This design comes from an exercise in tuning for small area, a short achievable clock period and few clock cycles on the open sky130 flow, not from production work. The RTL was checked by simulation tests, not by an equivalence proof against the original design.

// huffmanTree
module huffmanTree (
    input  logic                   Clk_in,
    input  logic                   n_Rst,
    input  logic                   Start,
    input  logic [79:0]            Weights,    
    output logic                   Busy,
    output logic                   Done,
    output logic [119:0]           Tree,       
    output logic [4:0]             RootRight,
    output logic [4:0]             RootLeft
);
    localparam int NH = 5;    
    localparam int QD = 4;    
    localparam int PD = 5;    
    function automatic logic le8(input logic [7:0] a, input logic [7:0] b);
        logic r;
        r = 1'b1;
        for (int k = 0; k < 8; k++)
            r = (a[k] ^ b[k]) ? b[k] : r;
        le8 = r;
    endfunction
    function automatic logic le12(input logic [11:0] a, input logic [11:0] b);
        logic r;
        r = 1'b1;
        for (int k = 0; k < 12; k++)
            r = (a[k] ^ b[k]) ? b[k] : r;
        le12 = r;
    endfunction
    function automatic logic leafLe(input logic [7:0] a, input logic [11:0] b);
        leafLe = (|b[11:8]) || le8(a, b[7:0]);
    endfunction
    logic       busy;
    logic       busyOut;    
  ...
Size: about 2100 cells after synthesis, roughly 290 flip-flops, ~220 I/O pins, ~0.020 mm2 of cells after synthesis.
Settings: LEC_CHECK=0, CAP_MARGIN=20, CORE_MARGIN=2, CORE_UTILIZATION=40, CTS_BUF_LIST=sky130_fd_sc_hd__clkbuf_8, CTS_CLUSTER_SIZE=30, SLEW_MARGIN=20; clock period 36.0 ns.
standard.sh (not shown) runs the stock make flow with config.mk's settings and CLKGATE_MAP_FILE= SYNTH_SCRIPT=/design/flow/synth_recipe.tcl, a recipe that flattens the netlist after the stock synthesis.
==> flow/flow/run.sh <==
#!/bin/bash
# The standard layout, except that the port buffers are plain buf_1
# cells instead of the delay buffers buffer_ports picks by default.
set -euo pipefail
export BUFFER_PORTS_ARGS="-buffer_cell sky130_fd_sc_hd__buf_1"
bash standard.sh finish > standard_flow.log 2>&1
Testbench counts at the start, summed over its fixed seeds: cycles 4,608.
Then changed:
--- a/flow/flow/run.sh
+++ b/flow/flow/run.sh
@@ -3 +3,3 @@
-# cells instead of the delay buffers buffer_ports picks by default.
+# cells instead of the delay buffers buffer_ports picks by default, and
+# timing repair works to a setup margin: it treats any path longer than
+# 8 ns as failing. The clock and constraints are the design's.
@@ -5,0 +8 @@
+export SETUP_SLACK_MARGIN=28
- ABC_AREA: not set -> 1
- CTS_BUF_LIST: sky130_fd_sc_hd__clkbuf_8 -> not set
- CTS_CLUSTER_SIZE: 30 -> not set
Effect:
- The changed run completed with no timing, DRC or antenna violations
- synthesized cell count climbs by 30%
- final area grows by 4.4%
- worst hold slack improves by 0.012 ns
- wire length decreases by 3.6%
- via count climbs by 5.1%
- setup slack gets better by 0.11 ns
- first-iteration DRC count is lower by 10%
Then changed:
==> flow/flow/run.sh (replaced) <==
#!/bin/bash
# The standard layout, except that the port buffers are plain buf_1
# cells instead of the delay buffers buffer_ports picks by default.
set -euo pipefail
export BUFFER_PORTS_ARGS="-buffer_cell sky130_fd_sc_hd__buf_1"
bash standard.sh finish > standard_flow.log 2>&1
- ABC_AREA: 1 -> not set
Area after synthesis came out higher by 1.1%.
Global-route usage came out higher by 0.49 points.
Critical path depth does not change.
Then changed:
- ABC_AREA: not set -> 1
- CTS_CLUSTER_DIAMETER: not set -> 120
- CTS_CLUSTER_SIZE: not set -> 30
What happened: Global-route usage shrinks by 1.2 points. Non-clock buffer count shrinks by 13.

## P
Starting RTL as in the previous note.
clock: 36.0 ns
lec_check: 0
abc_area: 1
cap_margin: 20
core_margin: 2
core_utilization: 40
slew_margin: 20
==> flow/flow/run.sh <==
#!/bin/bash
# The standard layout, except that the port buffers are plain buf_1
# cells instead of the delay buffers buffer_ports picks by default.
set -euo pipefail
export BUFFER_PORTS_ARGS="-buffer_cell sky130_fd_sc_hd__buf_1"
bash standard.sh finish > standard_flow.log 2>&1
P finished every stage and its layout cleared the timing, DRC and antenna checks.
Testbench counts of P, summed over its fixed seeds: cycles 4,608.
Setup changes, P to R
Settings: CTS_CLUSTER_SIZE newly set to 26; CTS_CLUSTER_DIAMETER newly set to 100.
### Flow results
R | status: complete | timing, DRC, antenna: pass. Wire length on met2 shrinks slightly when moving from P to R. R vs. P: sequential share of layout area now larger; number of iterations in the first detailed-routing pass comparable; number of standard cells after synthesis comparable. Going from P to R, number of fill cells in the layout has increased, combined buffer and inverter count along the critical path has remained practically unchanged.

== run 1 ==
huffmanTree again, from the RTL that the note above started with.
clock: 36.0 ns
lec_check: 0
abc_area: 1
cap_margin: 20
core_margin: 2
core_utilization: 40
cts_cluster_diameter: 90
cts_cluster_size: 30
slew_margin: 20
Scripts as last shown in full above: flow/flow/run.sh
Per the final summary, run 1 finished and its layout is clean on timing, DRC and antenna.
Testbench counts of run 1, summed over its fixed seeds: cycles 4,608.
Here is what was changed in the inputs of run 2 compared with run 1.
# run 1
export LEC_CHECK = 0
export ABC_AREA = 1
export CAP_MARGIN = 20
export CORE_MARGIN = 2
export CORE_UTILIZATION = 40
export CTS_CLUSTER_DIAMETER = 90
export CTS_CLUSTER_SIZE = 30
export SLEW_MARGIN = 20
create_clock -name core_clock -period 36.0 [get_ports {Clk_in}]
# run 2
export LEC_CHECK = 0
export CAP_MARGIN = 20
export CORE_MARGIN = 2
export CORE_UTILIZATION = 40
export SLEW_MARGIN = 20
create_clock -name core_clock -period 36.0 [get_ports {Clk_in}]
==> flow/flow/run.sh <==
#!/bin/bash
# The standard layout, except that the port buffers are plain buf_1
# cells instead of the delay buffers buffer_ports picks by default, and
# timing repair works to a setup margin: it treats any path longer than
# 8.5 ns as failing. The clock and constraints are the design's.
set -euo pipefail
export BUFFER_PORTS_ARGS="-buffer_cell sky130_fd_sc_hd__buf_1"
export SETUP_SLACK_MARGIN=27.5
bash standard.sh finish > standard_flow.log 2>&1
==> notes.md <==
In terms of achievable clock frequency, run 2 and run 1 differ only marginally.
Between run 1 and run 2, overall via count from detail_route is lower for run 2, run 1 comes in above that.
Run 2 has fraction of layout cells with a size suffix above 1 above what run 1 had.
Total standard cell area after synthesis was higher in run 2 than in run 1.
### run 2 -> run 3
# run 2
export LEC_CHECK = 0
export CAP_MARGIN = 20
export CORE_MARGIN = 2
export CORE_UTILIZATION = 40
export SLEW_MARGIN = 20
create_clock -name core_clock -period 36.0 [get_ports {Clk_in}]
# run 3
export LEC_CHECK = 0
export CAP_MARGIN = 20
export CORE_MARGIN = 2
export CORE_UTILIZATION = 60
export PLACE_DENSITY = 0.7
export SLEW_MARGIN = 20
create_clock -name core_clock -period 36.0 [get_ports {Clk_in}]
==> flow/flow/run.sh <==
#!/bin/bash
# The standard layout, except that the port buffers are plain buf_1
# cells instead of the delay buffers buffer_ports picks by default.
set -euo pipefail
export BUFFER_PORTS_ARGS="-buffer_cell sky130_fd_sc_hd__buf_1"
bash standard.sh finish > standard_flow.log 2>&1
Notes after the runs:
- Taking run 2 as the reference, in run 3 data-path buffer share of cell area in the final layout level, final instance area has decreased, first-pass GRT wire length fell about 5.5%, number of nets in the layout level, via count roughly the same.
- Tapcell count (lower): run 3
- Between run 3 and run 2, it is run 3 whose total of fill cells in the finished design is lower, by 2034.
- On final worst slack: between run 3 and run 2, it ends up higher for run 2.

## re-timing with driven ports
In the flow no input, the clock included, has a driving cell. The finished layouts below were timed again as built, in two steps. Step 1 sets driving cells, clkbuf_16 on the clock port and buf_2 on the other inputs (assumed; they add their load-dependent delay and slew). Step 2 also shifts input and output timing later by t, the mid clock arrival at the registers, as if the neighbouring blocks saw the same clock. Slacks: ideal / step 1 / step 2; pairs: ideal / step 1.
| run | shift t [ns] | setup WS [ns] | hold slack, ns | latest minus earliest clock arrival (ns) |
|---|---|---|---|---|
| the first run of note 1 | 0.686 | 27.534 / 27.479 / 27.595 | 0.458 / 0.458 / 0.458 | 0.014 / 0.014 |
| the second run of note 1 | 0.612 | 27.645 / 27.591 / 27.894 | 0.470 / 0.470 / 0.470 | 0.034 / 0.034 |
| the third run of note 1 | 0.598 | 27.626 / 27.571 / 27.601 | 0.453 / 0.453 / 0.453 | 0.020 / 0.020 |
| the fourth run of note 1 | 0.581 | 27.621 / 27.565 / 27.919 | 0.468 / 0.468 / 0.468 | 0.020 / 0.020 |
| P | 0.614 | 27.609 / 27.555 / 27.886 | 0.468 / 0.468 / 0.468 | 0.039 / 0.038 |
| R | 0.595 | 27.605 / 27.548 / 27.891 | 0.468 / 0.468 / 0.468 | 0.027 / 0.027 |
| run 1 | 0.601 | 27.631 / 27.577 / 27.929 | 0.470 / 0.470 / 0.470 | 0.031 / 0.031 |
| run 2 | 0.599 | 27.625 / 27.571 / 27.600 | 0.453 / 0.453 / 0.453 | 0.021 / 0.021 |
| run 3 | 0.642 | 27.567 / 27.513 / 27.578 | 0.463 / 0.463 / 0.463 | 0.022 / 0.022 |
After both steps setup and hold are still met in every run listed. Setup slack includes reset recovery checks.
